Context: an optimization exercise on an open-source flow, tuned for small area, a short achievable clock period and few clock cycles. The choices shown serve that exercise and are no tape-out recipe.
No run shown here included a check of the RTL's function; only the layout flow was run.
No activity file was given, so power comes from the tool's default toggle rates.

**flow/flow/run.sh**
```bash
#!/bin/bash
# Layout flow: the standard flow (standard.sh) with one change: the
# port buffers are buf_4 cells instead of the default delay buffers.
# Synthesis and everything else are the standard flow's.
set -o pipefail
export BUFFER_PORTS_ARGS="-buffer_cell sky130_fd_sc_hd__buf_4"
bash standard.sh > standard.log 2>&1
status=$?
echo "standard.sh exit $status"
exit $status
```
**flow/standard.sh**
```bash
#!/bin/bash
# synth_recipe.tcl (not shown) runs the flow's synth.tcl, then flattens the netlist and writes it again
# the make line also repeats each setting of config.mk as NAME=value (left out here)
make -C /OpenROAD-flow-scripts/flow DESIGN_CONFIG=/design/flow/config.mk WORK_HOME=/design/flow/orfs CLKGATE_MAP_FILE= SYNTH_SCRIPT=/design/flow/synth_recipe.tcl "${@:-finish}"
```
**flow/config.mk**
```make
export PLATFORM = sky130hd
export DESIGN_NAME = fixed_partition_fit_allocator_unit
export DESIGN_NICKNAME = fixed_partition_fit_allocator_unit
export VERILOG_FILES = /design/flow/design.v
export SDC_FILE = /design/flow/constraint.sdc
export NUM_CORES = 4
export LEC_CHECK = 0
export CAP_MARGIN = 20
export CORE_MARGIN = 2
export CORE_UTILIZATION = 40
export PLACE_DENSITY = 0.6
export SETUP_SLACK_MARGIN = 1.9
export SLEW_MARGIN = 20
```
**flow/constraint.sdc**
```tcl
create_clock -name core_clock -period 5.0 [get_ports {clock}]
set_input_delay 1.0000 -clock core_clock [delete_from_list [all_inputs] [get_ports {clock}]]
set_output_delay 1.0000 -clock core_clock [all_outputs]
set_load 0.01 [all_outputs]
```
**flow/design.v**
```verilog
module fixed_partition_fit_allocator_unit (
   input  logic        clock,
   input  logic        reset,
   input  logic        csr_wr_en,
   input  logic [0:0]  csr_index,
   input  logic [4:0]  csr_wdata,
   input  logic        req_valid,
   output logic        req_stall,
   input  logic [20:0] req_payload,
   output logic        rsp_valid,
   input  logic        rsp_stall,
   output logic [20:0] rsp_payload
);
   localparam int N = 16;
   function automatic logic [1:0] cmp16(input logic [15:0] a, input logic [15:0] b);
      logic [15:0] g, e;
      g = a & ~b;
      e = ~(a ^ b);
      for (int st = 1; st < 16; st = st * 2)
         for (int k = 0; k < 16; k += 2 * st) begin
            g[k] = g[k+st] | (e[k+st] & g[k]);
            e[k] = e[k+st] & e[k];
         end
      cmp16 = {g[0], e[0]};
   endfunction
   function automatic logic [4:0] sub4(input logic [3:0] a, input logic [3:0] b);
      logic [3:0] g, t;
      logic [3:0] c;                        
      g = ~a & b;
      t = ~a | b;
      c[0] = 1'b0;
      c[1] = g[0];
      c[2] = g[1] | (t[1] & g[0]);
      c[3] = g[2] | (t[2] & g[1]) | (t[2] & t[1] & g[0]);
      sub4[3:0] = a ^ b ^ c;
      sub4[4]   = g[3] | (t[3] & c[3]);
   endfunction
   function automatic logic two16(input logic [15:0] x);
      logic [15:0] a, t;
      a = x;
      t = '0;
      for (int st = 1; st < 16; st = st * 2)
         for (int k = 0; k < 16; k += 2 * st) begin
            t[k] = t[k] | t[k+st] | (a[k] & a[k+st]);
            a[k] = a[k] | a[k+st];
         end
      two16 = t[0];
   endfunction
   logic            pol_next_q;
   logic            pol_bw_q;           
   logic            md_q;               
   logic [4:0]      count_q;
   logic [3:0]      ptr_q;              
   logic [N-1:0]    nf_a_q, nf_b_q, nf_e_q;
   logic [N-1:0]    used_q;
   logic [N-1:0]    fresh_q;
   logic [15:0]     size_q [N];
   logic            rf_act_q;
   logic            rf_is_q;            
   logic [15:0]     want_x_q, want_y_q;
   logic [15:0]     size3;              
   logic [2:0]      rf_ph_q;
   logic            need_q;
   logic            v1_q, fe1_q, rf1_q, op1_q;
   logic [N-1:0]    dec1_q;             
   logic [15:0]     w1_q;
   logic [N-1:0]    ge1_q, le1_q;       
   logic            v2_q, gr2_q;
   logic [N-1:0]    pick2_q;            
   logic [15:0]     b2_q;               
   logic            v3_q, gr3_q;
   logic [3:0]      idx3_q;
   logic [3:0]      d0_3_q [4];         
   logic [3:0]      d1_3_q [4];         
   logic [3:0]      g3_q, t3_q;         
   logic freeze, accept, fe_issue, rf_issue;
   logic        in_op;
   logic [3:0]  in_idx;
   logic [15:0] in_w;
   assign in_op  = req_payload[20];
   assign in_idx = req_payload[19:16];
   assign in_w   = req_payload[15:0];
   assign freeze    = v3_q & rsp_stall;
   assign req_stall = freeze | rf_act_q | (req_valid & in_op & need_q);
   assign accept    = req_valid & ~req_stall & ~reset;
   logic [N-1:0] act;
   always_comb
      for (int i = 0; i < N; i++) act[i] = (count_q > 5'(i));
   logic         ld1;                   
   logic         s1_op;
   logic [3:0]   s1_idx;
   logic [15:0]  want;
   logic [1:0]   cr [N];
   logic [1:0]   fcr;
   logic [N-1:0] ge1, le1;
   assign ld1    = v1_q & ~op1_q;
   assign s1_op  = ~rf_act_q & in_op;
   assign s1_idx = rf_is_q ? idx3_q : rf_act_q ? lo_idx : in_idx;
   assign want   = (in_w & want_y_q) | want_x_q;
   assign fcr    = cmp16(w1_q, want);
   always_comb
      for (int i = 0; i < N; i++) begin
         cr[i] = (ld1 && dec1_q[i]) ? fcr : cmp16(size_q[i], want);
         ge1[i] = cr[i][1] | cr[i][0];
         le1[i] = ~cr[i][1];
      end
   assign fe_issue = rf_act_q & (rf_ph_q == 3'd0) & ~v1_q & ~v2_q & ~v3_q & ~(&fresh_q);
   assign rf_issue = rf_is_q;
   logic rf_is_d;
   assign rf_is_d = req_valid & in_op & need_q & rf_act_q & (rf_ph_q == 3'd2);
   always_ff @(posedge clock) begin
      if (reset) begin
         v1_q  <= 1'b0;
         fe1_q <= 1'b0;
         rf1_q <= 1'b0;
      end else if (!freeze) begin
         v1_q  <= accept;
         fe1_q <= fe_issue;
         rf1_q <= rf_issue;
      end
   end
   always_ff @(posedge clock)
      if (!freeze) begin
         op1_q  <= s1_op;
         for (int i = 0; i < N; i++) dec1_q[i] <= (s1_idx == 4'(i));
         w1_q   <= want;
         ge1_q  <= ge1;
         le1_q  <= le1;
      end
   logic [N-1:0] upd2, ld2;
   logic         do_req2;
   assign do_req2 = v1_q & op1_q & ~freeze;
   always_comb
      for (int i = 0; i < N; i++) begin
         upd2[i] = (ld1 | rf1_q) & dec1_q[i];
         ld2[i]  = ld1 & dec1_q[i];
      end
   always_ff @(posedge clock)
      for (int i = 0; i < N; i++)
         if (ld2[i] && !freeze) size_q[i] <= w1_q;
   logic [N-1:0] ord_hi, ord_lo;
   assign ord_hi = md_q ? le1_q : ge1_q;
   assign ord_lo = md_q ? ge1_q : le1_q;
   logic [N-1:0] ord [N];
   for (genvar i = 0; i < N; i++) begin : g_row
      for (genvar j = i + 1; j < N; j++) begin : g_col
         always_ff @(posedge clock) begin
            if (upd2[i])      ord[i][j] <= ord_hi[j];
            else if (upd2[j]) ord[i][j] <= ord_lo[i];
         end
      end
   end
   logic [N-1:0] fit;
   logic [N-1:0] beats [N];
   logic [N-1:0] win;
   logic         any_fit;
   assign fit     = ge1_q & act & ~used_q;
   assign any_fit = |fit;
   always_comb begin
      for (int i = 0; i < N; i++) beats[i] = '0;
      for (int i = 0; i < N; i++)
         for (int j = i + 1; j < N; j++) begin
            beats[i][j] = nf_a_q[i] | nf_b_q[j] | (ord[i][j] & nf_e_q[i]);
            beats[j][i] = ~beats[i][j];
         end
      for (int i = 0; i < N; i++) begin
         win[i] = fit[i];
         for (int j = 0; j < N; j++)
            if (j != i) win[i] = win[i] & (~fit[j] | beats[i][j]);
      end
   end
   logic [N-1:0] win_ge, fit_at, p_at, p_all;
   logic [3:0]   win_idx;
   always_comb begin
      fit_at = fit & nf_a_q;
      p_at   = fit_at;
      p_all  = fit;
      for (int d = 1; d < N; d = d * 2)
         for (int i = N - 1; i >= d; i--) begin
            p_at[i]  = p_at[i]  | p_at[i-d];
            p_all[i] = p_all[i] | p_all[i-d];
         end
      win_ge = p_at[N-1] ? p_at : p_all;
      win_idx = '0;
      for (int i = 0; i < N; i++)
         if (win[i]) win_idx = win_idx | 4'(i);
   end
   always_ff @(posedge clock) begin
      if (reset) used_q <= '0;
      else used_q <= (used_q | (win & {N{do_req2}})) & ~ld2;
   end
   logic [N-1:0] start_therm;
   logic [1:0]   new_pol;
   logic [4:0]   new_count;
   logic         csr_we;
   logic         nf_upd;
   assign csr_we = csr_wr_en & ~reset;
   assign nf_upd = do_req2 & pol_next_q & any_fit;
   always_comb begin
      for (int i = 0; i < N; i++) start_therm[i] = (4'(i) >= ptr_q);
      new_pol   = (csr_index == 1'b0) ? csr_wdata[1:0]
                : {pol_next_q | (pol_bw_q & md_q), pol_bw_q};
      new_count = (csr_index == 1'b1) ? csr_wdata : count_q;
   end
   always_ff @(posedge clock) begin
      if (reset) begin
         pol_next_q <= 1'b0;
         pol_bw_q   <= 1'b0;
         count_q    <= 5'd16;
      end else if (csr_we) begin
         pol_next_q <= (new_pol == 2'd2);
         pol_bw_q   <= new_pol[0];
         count_q    <= new_count;
      end
   end
   logic         csr_d_q;
   logic [N-1:0] s_new;
   logic         nf_new;
   assign s_new  = (pol_next_q && ({1'b0, ptr_q} < count_q)) ? start_therm : '1;
   assign nf_new = ~pol_bw_q;
   always_ff @(posedge clock) begin
      if (reset) csr_d_q <= 1'b0;
      else csr_d_q <= csr_we;
   end
   always_ff @(posedge clock) begin
      if (reset) begin
         ptr_q  <= 4'd0;
         nf_a_q <= '1;
         nf_b_q <= '0;
         nf_e_q <= '1;
      end else if (csr_d_q) begin
         nf_a_q <= {N{nf_new}} & s_new;
         nf_b_q <= {N{nf_new}} & ~s_new;
         nf_e_q <= {N{~nf_new}} | s_new;
      end else if (nf_upd) begin
         ptr_q  <= win_idx;
         nf_a_q <= win_ge;
         nf_b_q <= ~win_ge;
         nf_e_q <= win_ge;
      end
   end
   always_ff @(posedge clock) begin
      if (reset) begin
         md_q    <= 1'b0;
         fresh_q <= '0;
      end else if (csr_we && new_pol[0] && (new_pol[1] != md_q)) begin
         md_q    <= new_pol[1];
         fresh_q <= '0;
      end else begin
         fresh_q <= fresh_q | upd2;
      end
   end
   logic [N-1:0] stale, stale_lo;
   logic         two_nx, below;
   logic [3:0]   lo_idx;
   always_comb begin
      stale = ~fresh_q;
      below = 1'b0;
      for (int i = 0; i < N; i++) begin
         stale_lo[i] = stale[i] & ~below;
         below       = below | stale[i];
      end
      two_nx = two16(~(fresh_q | upd2));
      lo_idx = '0;
      for (int i = 0; i < N; i++)
         if (stale_lo[i]) lo_idx = lo_idx | 4'(i);
   end
   always_ff @(posedge clock) begin
      if (reset) begin
         rf_act_q <= 1'b0;
         rf_is_q  <= 1'b0;
         want_x_q <= '0;
         want_y_q <= '1;
         rf_ph_q  <= 3'd0;
         need_q   <= 1'b0;
      end else begin
         need_q   <= (csr_we ? new_pol[0] : pol_bw_q)
                     & (two_nx | (csr_we & new_pol[0] & (new_pol[1] != md_q)));
         rf_act_q <= req_valid & in_op & need_q;
         rf_is_q  <= rf_is_d;
         want_x_q <= {16{rf_is_d}} & size3;
         want_y_q <= {16{~rf_is_d}} | size3;
         if (!rf_act_q || rf_ph_q == 3'd4) rf_ph_q <= 3'd0;
         else if (rf_ph_q != 3'd0 || fe_issue) rf_ph_q <= rf_ph_q + 3'd1;
      end
   end
   always_ff @(posedge clock) begin
      if (reset) v2_q <= 1'b0;
      else if (!freeze) v2_q <= v1_q;
   end
   always_ff @(posedge clock)
      if (!freeze) begin
         gr2_q   <= ~op1_q | any_fit;
         pick2_q <= op1_q ? win : dec1_q;
         b2_q    <= (op1_q & any_fit) ? w1_q : 16'd0;
      end
   logic [3:0]  idx3;
   always_comb begin
      idx3  = '0;
      size3 = '0;
      for (int i = 0; i < N; i++) begin
         if (pick2_q[i]) idx3 = idx3 | 4'(i);
         size3 = size3 | (size_q[i] & {16{pick2_q[i]}});
      end
   end
   always_ff @(posedge clock) begin
      if (reset) v3_q <= 1'b0;
      else if (!freeze) v3_q <= v2_q;
   end
   logic [4:0] d0 [4];
   logic [4:0] nd [4];                   
   always_comb
      for (int n = 0; n < 4; n++) begin
         d0[n] = sub4(size3[4*n +: 4], b2_q[4*n +: 4]);
         nd[n] = sub4(b2_q[4*n +: 4], size3[4*n +: 4]);
      end
   always_ff @(posedge clock)
      if (!freeze) begin
         gr3_q  <= gr2_q;
         idx3_q <= idx3;
         for (int n = 0; n < 4; n++) begin
            d0_3_q[n] <= d0[n][3:0];
            d1_3_q[n] <= ~nd[n][3:0];
            g3_q[n]   <= d0[n][4];             
            t3_q[n]   <= ~nd[n][4];            
         end
      end
   logic [3:0]  c4;                      
   logic [15:0] left4;
   always_comb begin
      c4[0] = 1'b0;
      c4[1] = g3_q[0];
      c4[2] = g3_q[1] | (t3_q[1] & g3_q[0]);
      c4[3] = g3_q[2] | (t3_q[2] & g3_q[1]) | (t3_q[2] & t3_q[1] & g3_q[0]);
      for (int n = 0; n < 4; n++)
         left4[4*n +: 4] = c4[n] ? d1_3_q[n] : d0_3_q[n];
   end
   assign rsp_valid   = v3_q;
   assign rsp_payload = {gr3_q, idx3_q, left4};
endmodule
```
==> run notes, run 1 <==
- WL met2: 64010 um
- Placed instance area: 37330 um^2
- Hold path cells: 0
- Net Switching: 4052 uW
- Final WS setup: 1810 ps
- Simple-gate share of the synthesized area: 11.94%
- Outcome: timing/DRC/antenna clean
- Layout filler cell count: 8138
- Worst reg2reg path depth: 8
- Worst reg-to-reg setup slack: 1970 ps
- Crit path kind: reg -> out
- Via density: 6.524
- Clock buffer depth: 3
- Inserted Clock Buffers: 75
- Die X: 301.3 um
- Multiplexer share of the synthesized area: 1.894%
- Fin nets: 3618
- RSZ-0062 raised after global routing: yes
- Synth Area in Compound Gates: 20.16%
- Layout cell share with drive strength beyond 1: 15.34%
- Reg power frac: 44.2%
- Worst-skew pair later-pin latency: 640 ps
- Reg2Reg Launch Point: pick2_q[6]
- M1 wire length: 54950 um
- Top cells by area, synth: edfxtp_1 44%, ha_1 11%, dfxtp_1 7.5%
- CTS tree: built
- Int Pwr: 10320 uW
- Final setup fails: 0
- DRT antenna net count: 0
- Sw Share: 28.19%
- Antenna cells: 0
- Post-synth ARST share: 0%
- Fin. Hold Viols: 0
- Worst reg2reg endpoint: d1_3_q[1][3]
- DRT iter0 DRCs: 3720
- Remaining DRCs: 0
- Crit path DAT: 2190 ps
- CP top delay family: flip-flops
- Starting Density: 40.18%
- Total Neg Setup Slack: 0 ps
- DRT Pass-1 Iters: 6
- Reg clk slew, reported paths: 60 ps
- Synth unique cells: 96
- Combinational power share: 16.2%
- Total grt overflow: 0
- Adder and majority gate portion of the synthesized area: 11.36%
- Vias in the first global route: 27.83k
- Worst path slowest cell: edfxtp_1
- CP required: 4000 ps
- Final Non-Filler Cells: 4496
- Die area: 90750 um^2
- Routed WL: 140200 um
- Clk sinks: 645
- Hold Path Origin: gr2_q
- Count leader, synth: edfxtp_1
- CP Capture Type: output port
- Hold Crit Endpoint: gr3_q
- Buf/Inv on CP: 3
- Final weighted congestion in routability-driven placement: 1.031
- Avg WL per Cell: 31.19 um
- Mapped Nets: 3516
- Crit-path cells: a21oi_2, buf_6, inv_4, a21oi_4, mux2_4, buf_6
- DP Cell Count: 4305
- Max cap viols: 0
- Least-Margin Pin Slew: 1130 ps
- # IOs: 55
- Layout area overhead: 15.09%
- Chip height: 301.3 um
- Critical Path Most Common Cell: buf_6
- Synth Register Bits: 645
- Yosys Warn Count: 9
- GRT Total Usage: 30.37%
- Largest family of logic cells by synthesized area: compound AO/OA/AOI/OAI gates
- Most area-hungry cell type in the Yosys netlist: edfxtp_1
- Setup crit start kind: flop
- First-pass GRT wire length: 199100 um
- Most common library cells after synthesis: 512 x edfxtp_1, 301 x ha_1, 274 x nand2_1
- Period Utilization, post-route: 63.80%
- Mapped Area: 35340 um^2
- Peak supply drop: 0.2706 mV
- Design area: 40680 um^2
- Core ar.: 87970 um^2
- H-tree depth: 3
- Rows: 109
- Post-synth EDFFs: 512
- F_max: 313.5 MHz
- Min-delay worst type: reg -> reg
- CP max FO: 4
- Crit-path max cell delay: 470 ps
- DR vias: 29.33k
- XOR/XNOR Fraction of Synth Area: 0.2726%
- Leakage power: 0.01578 uW
- Port Buf Inserts: 54
- Rel. slew slack: 22.52%
- Synthesized area per cell: 11.15 um^2
- Final min period: 3190 ps
- Main synth FF type: edfxtp_1
- Share of the synthesized area in the top cell type: 43.50%
- # hold bufs at CTS: 0
- Register area share after synthesis: 51.03%
- Max Used Layer: met5
- Setup WS pre-CTS: 925.4 ps
- Clk network pwr share: 39.6%
- Worst clock skew: 28.75 ps
- Initial antenna violation count: 2
- Pwr per Cell Area: 353.3 nW/um^2
- Post-Synthesis Cells: 3171
- DP HPWL: 100700 um
- Wire length on met3: 12470 um
- Final slew viol count: 0
- Pin count of the biggest net entering global routing: 61
- Clock root buffer: clkbuf_16
stage by stage:
stage | hold WS [ps] | power [uW] | utilization (%)
6_report | 459.9 | 14370 | 46.24
4_1_cts | 459.9 | 14300 | 45.73
3_5_place_dp | 444.0 | 8562 | 42.44
3_3_place_gp | 435.7 | 8540 | 42.44
5_1_grt | 469.0 | 14790 | 46.24
2_1_floorplan | 400.3 | 7616 | -
power groups by stage:
stage	clock, uW	combinational, uW	sequential, uW
floorplan	0	1290	6320
global placement	0	2070	6470
detailed placement	0	2090	6470
CTS	5740	2220	6350
global route	5940	2490	6360
finish	5690	2330	6350
sequential cells by signal (all words and copies together), names as in the netlist, 2 cells and up:
register	count
b2_q	16
count_q	5
d0_3_q	16
d1_3_q	12
dec1_q	16
fresh_q	16
g3_q	3
ge1_q	16
idx3_q	4
le1_q	16
nf_a_q	16
nf_b_q	15
nf_e_q	15
ord	120
pick2_q	16
ptr_q	4
rf_ph_q	3
size_q	256
t3_q	2
used_q	16
w1_q	16
want_x_q	16
want_y_q	16
worst max-delay path by stage:
stage | end | startpoint | depth (start not counted)
3_5_place_dp | ge1_q[12] | req_payload[1] | 11
3_3_place_gp | ge1_q[12] | req_payload[1] | 11
2_1_floorplan | ge1_q[10] | req_payload[13] | 10
5_1_grt | rsp_payload[15] | g3_q[0] | 6
4_1_cts | rsp_payload[13] | g3_q[0] | 6
6_report | rsp_payload[14] | g3_q[0] | 6
layout by cell type, fill, tap and decap left out, types with 12 or more instances in the layout:
| cell | instances |
|---|---|
| a211oi_1 | 118 |
| dfxtp_1 | 128 |
| o22ai_1 | 21 |
| a21oi_1 | 161 |
| o22a_1 | 16 |
| a221o_1 | 14 |
| nand4_1 | 67 |
| nand2_1 | 272 |
| nand2b_1 | 25 |
| o211ai_1 | 25 |
| a211o_1 | 40 |
| and2_1 | 21 |
| a22oi_1 | 107 |
| a21o_1 | 108 |
| edfxtp_1 | 512 |
| clkinv_2 | 16 |
| nor4_1 | 37 |
| mux2i_1 | 18 |
| nor2_2 | 14 |
| mux2_2 | 35 |
| nor2b_1 | 25 |
| a221oi_1 | 40 |
| o21ai_0 | 162 |
| clkinvlp_4 | 20 |
| buf_4 | 203 |
| a22o_1 | 26 |
| fa_1 | 12 |
| nor2_1 | 127 |
| a31oi_1 | 16 |
| nand3_1 | 69 |
| inv_1 | 89 |
| or2_2 | 18 |
| ha_1 | 299 |
| clkbuf_16 | 77 |
| o21a_1 | 12 |
| nor3_1 | 55 |
| and3_1 | 28 |
what timing repair did:
item	4_1_cts	5_1_grt
pin swaps	6	9
endpoints found under the setup margin	149	141
gates cloned	0	1
resized for setup	44	59
setup buffers	31	24
routing by layer:
metal	GRT usage [%]	up-vias
li1	-	12640
met1	39.72	14450
met2	48.39	1814
met3	4.690	425
met4	16.43	4
met5	0	-
cell type report:
cell class | count | area, um^2 | share of cell area (%)
repair inverters | 1 | 5.005 | 0.01230
repair buffers | 217 | 1717 | 4.220
inverters | 102 | 427.9 | 1.052
well taps | 1165 | 1458 | 3.583
flip-flops and latches | 645 | 18050 | 44.36
multi-input cells | 2231 | 16540 | 40.65
clock inverters | 48 | 504.2 | 1.240
clock buffers | 87 | 1984 | 4.878
cell families (layout without fill, tap and decap cells):
family / after synthesis / count (layout)
and+or+nand+nor: 841 / 841
AOI/OAI and AO/OA: 1003 / 1003
DFF: 645 / 645
adders and majority gates: 314 / 314
muxes: 62 / 62
xor gates and xnor gates: 11 / 11
buffers and inverters: 295 / 455
==> run 2: changes to the inputs <==
--- a/flow/config.mk
+++ b/flow/config.mk
@@ -9,5 +9,5 @@
 export CORE_MARGIN = 2
 export CORE_UTILIZATION = 40
 export PLACE_DENSITY = 0.6
-export SETUP_SLACK_MARGIN = 1.9
+export SETUP_SLACK_MARGIN = 2.1
 export SLEW_MARGIN = 20
==> run notes, run 2 <==
- Outcome: timing/DRC/antenna clean
- Period Utilization, post-route: 64.00%
- Hold Crit Endpoint: gr3_q
- Die X: 301.3 um
- Reg2Reg Launch Point: ge1_q[11]
- Layout area overhead: 16.85%
- Commonest cells after routing, fill and taps aside: 512 x edfxtp_1, 299 x ha_1, 272 x nand2_1
- CP required: 4000 ps
- Die area: 90750 um^2
- DRT iter0 DRCs: 3730
- Synthesized area per cell: 11.15 um^2
- Remaining DRCs: 0
- Core ar.: 87970 um^2
- # IOs: 55
- Rows: 109
- Total grt overflow: 0
- First-pass GRT wire length: 198300 um
- # hold bufs at CTS: 0
- Final min period: 3200 ps
- Routed WL: 139800 um
- CTS tree: built
- Post-route total power: 14460 uW
- DRT antenna net count: 0
- Max reg flops: 256
- Initial antenna violation count: 0
- Min Hold Slack: 478.3 ps
- Biggest register: size_q
- RSZ-0062 raised after global routing: yes
- Final setup fails: 0
- Worst clock skew: 23.47 ps
- Min-delay worst type: reg -> reg
- Hold Path Origin: gr2_q
- Most area-hungry cell type in the Yosys netlist: edfxtp_1
- Hold path cells: 0
- Setup crit start kind: flop
- Max cap viols: 0
- Rel. slew slack: 26.73%
- Total Neg Setup Slack: 0 ps
- F_max: 312.5 MHz
- Crit path DAT: 2200 ps
- Crit path kind: reg -> out
- Final core utilization: 46.95%
- Via density: 6.446
- Worst reg2reg endpoint: ptr_q[2]
- Synth unique cells: 96
- Top cells by area, synth: edfxtp_1 44%, ha_1 11%, dfxtp_1 7.5%
- Post-synth ARST share: 0%
- Share of the synthesized area in the top cell type: 43.50%
- Clk sinks: 645
- Register area share after synthesis: 51.03%
- Final weighted congestion in routability-driven placement: 1.015
- Most common library cells after synthesis: 512 x edfxtp_1, 301 x ha_1, 274 x nand2_1
- Post-synth EDFFs: 512
- Largest regs: size_q (256), ord (120)
- Port Buf Inserts: 54
- Post-Synthesis Cells: 3171
- Peak supply drop: 0.2738 mV
- Clock buffer depth: 3
- Worst reg-to-reg setup slack: 2080 ps
- Placed instance area: 37340 um^2
- Avg WL per Cell: 30.88 um
- Fin nets: 3644
- Chip height: 301.3 um
- H-tree depth: 3
- Inserted Clock Buffers: 75
- Mapped Nets: 3516
- Starting Density: 40.18%
- Fin. Hold Viols: 0
- Leakage power: 0.01605 uW
- Synth Register Bits: 645
- Design area: 41300 um^2
- Count leader, synth: edfxtp_1
- DP HPWL: 100400 um
- CP max FO: 4
- Commonest non-fill, non-tap cell in the layout: edfxtp_1
- Vias in the first global route: 27.79k
- Worst reg2reg path depth: 9
- Clock root buffer: clkbuf_16
- Pin count of the biggest net entering global routing: 61
- GRT Total Usage: 30.19%
- Layout cell share with drive strength beyond 1: 17.37%
- Final slew viol count: 0
- Pwr per Cell Area: 350.0 nW/um^2
- Yosys Warn Count: 9
- DR vias: 29.19k
- Mapped Area: 35340 um^2
- CP Capture Type: output port
- Least-Margin Pin Slew: 1078 ps
- DRT Pass-1 Iters: 9
- Main synth FF type: edfxtp_1
- Worst-skew pair later-pin latency: 660 ps
- Reg clk slew, reported paths: 60 ps
-- run 2: cell count changes in the layout (fill, tap and decap cells not counted), sizes merged, moves of 2 or more --
cell      delta
clkinvlp    -11
inv          +5
bufinv       -2
clkinv       +3
buf         +23
clkbuf      +11
-- run 2: power breakdown --
part | total (uW) | switching, uW | leakage [uW] | internal, uW
Sequential | 6340 | 237 | 0.00595 | 6100
Clock | 5710 | 2410 | 0.00125 | 3300
Combinational | 2410 | 1480 | 0.00885 | 930
-- run 2: cell type report --
class | count | area, um^2
fill | 8134 | 46670
sequential | 645 | 18050
multi-input combinational | 2233 | 16850
clock buffer | 96 | 2047
timing repair buffer | 242 | 1968
tap | 1165 | 1458
clock inverter | 44 | 490.5
inverter | 102 | 424.2
antenna | 1 | 2.502
-- run 2: worst max path at each step --
stage                     cells past startpoint  slack (ps)              end            start
after floorplan                              10        1670        ge1_q[10]  req_payload[13]
final                                         6        1800  rsp_payload[14]          g3_q[0]
after global placement                        7        1100         ge1_q[4]   req_payload[6]
after detailed placement                     11        1090        ge1_q[13]   req_payload[1]
after CTS                                     6        1730  rsp_payload[14]          g3_q[0]
after global routing                          6        1740  rsp_payload[14]          g3_q[0]
-- run 2: repair_timing --
item | CTS | global route
setup endpoints to repair | 293 | 124
gates resized for setup | 97 | 90
buffers inserted | 43 | 35
pin swaps | 14 | 27
cloned | 1 | 2
-- run 2: metal layers --
metal / routed length (um) / track usage, %
met1: 55880 / 39.58
met2: 63620 / 47.88
met3: 11280 / 4.366
met4: 9072 / 17.07
met5: 0 / 0
-- run 2: logic make-up (layout without fill, tap and decap cells) --
logic type	after synthesis	after routing	synth area share, %
buf+inv	295	484	3.335
compound gates	1003	1004	20.16
xor+xnor	11	11	0.2726
mux	62	62	1.894
fa+ha+maj	314	314	11.36
simple gates	841	842	11.94
flops	645	645	51.03
other cells	0	1	0
-- run 2: stage by stage --
step / setup slack [ps] / instances
floorplan: 1671 / 3171
global placement: 1104 / 4304
detailed placement: 1094 / 4304
CTS: 1726 / 4488
global route: 1736 / 4527
finish: 1800 / 4528
-- run 2: worst max-delay path, cell delays in order (launching register included) --
cell and delay [ps]:
edfxtp_1 450, a21oi_2 180, buf_6 190, inv_4 40, a21oi_4 230, mux2_4 330, buf_6 120

## what the ideal ports hide
No port has a modelled driver above. Below, the same layouts with a new extraction and two added sets of constraints.
Step 1, drivers: a clkbuf_16 drives clock and a buf_2 each remaining input, both assumed.
Step 2 moves the port delays by t, midway between the first and last clock arrival at a register: inputs arrive t later, outputs are due t later. That takes back most of the time a late clock gives input paths.
a / b / c = ideal / step 1 / step 2; a / b = the first two.
run | shift t [ns] | setup WS [ns] | clock arrival spread, ns | pins driven straight from the clock port
run 1 | 0.701 | 1.810 / 1.738 / 1.268 | 0.029 / 0.029 | 1
run 2 | 0.714 | 1.800 / 1.731 / 1.414 | 0.025 / 0.025 | 1
After both steps setup and hold are still met in every run listed. For run 1, which loses most, drivers alone change the setup slack by -0.072 ns; drivers and shift together by -0.542 ns.
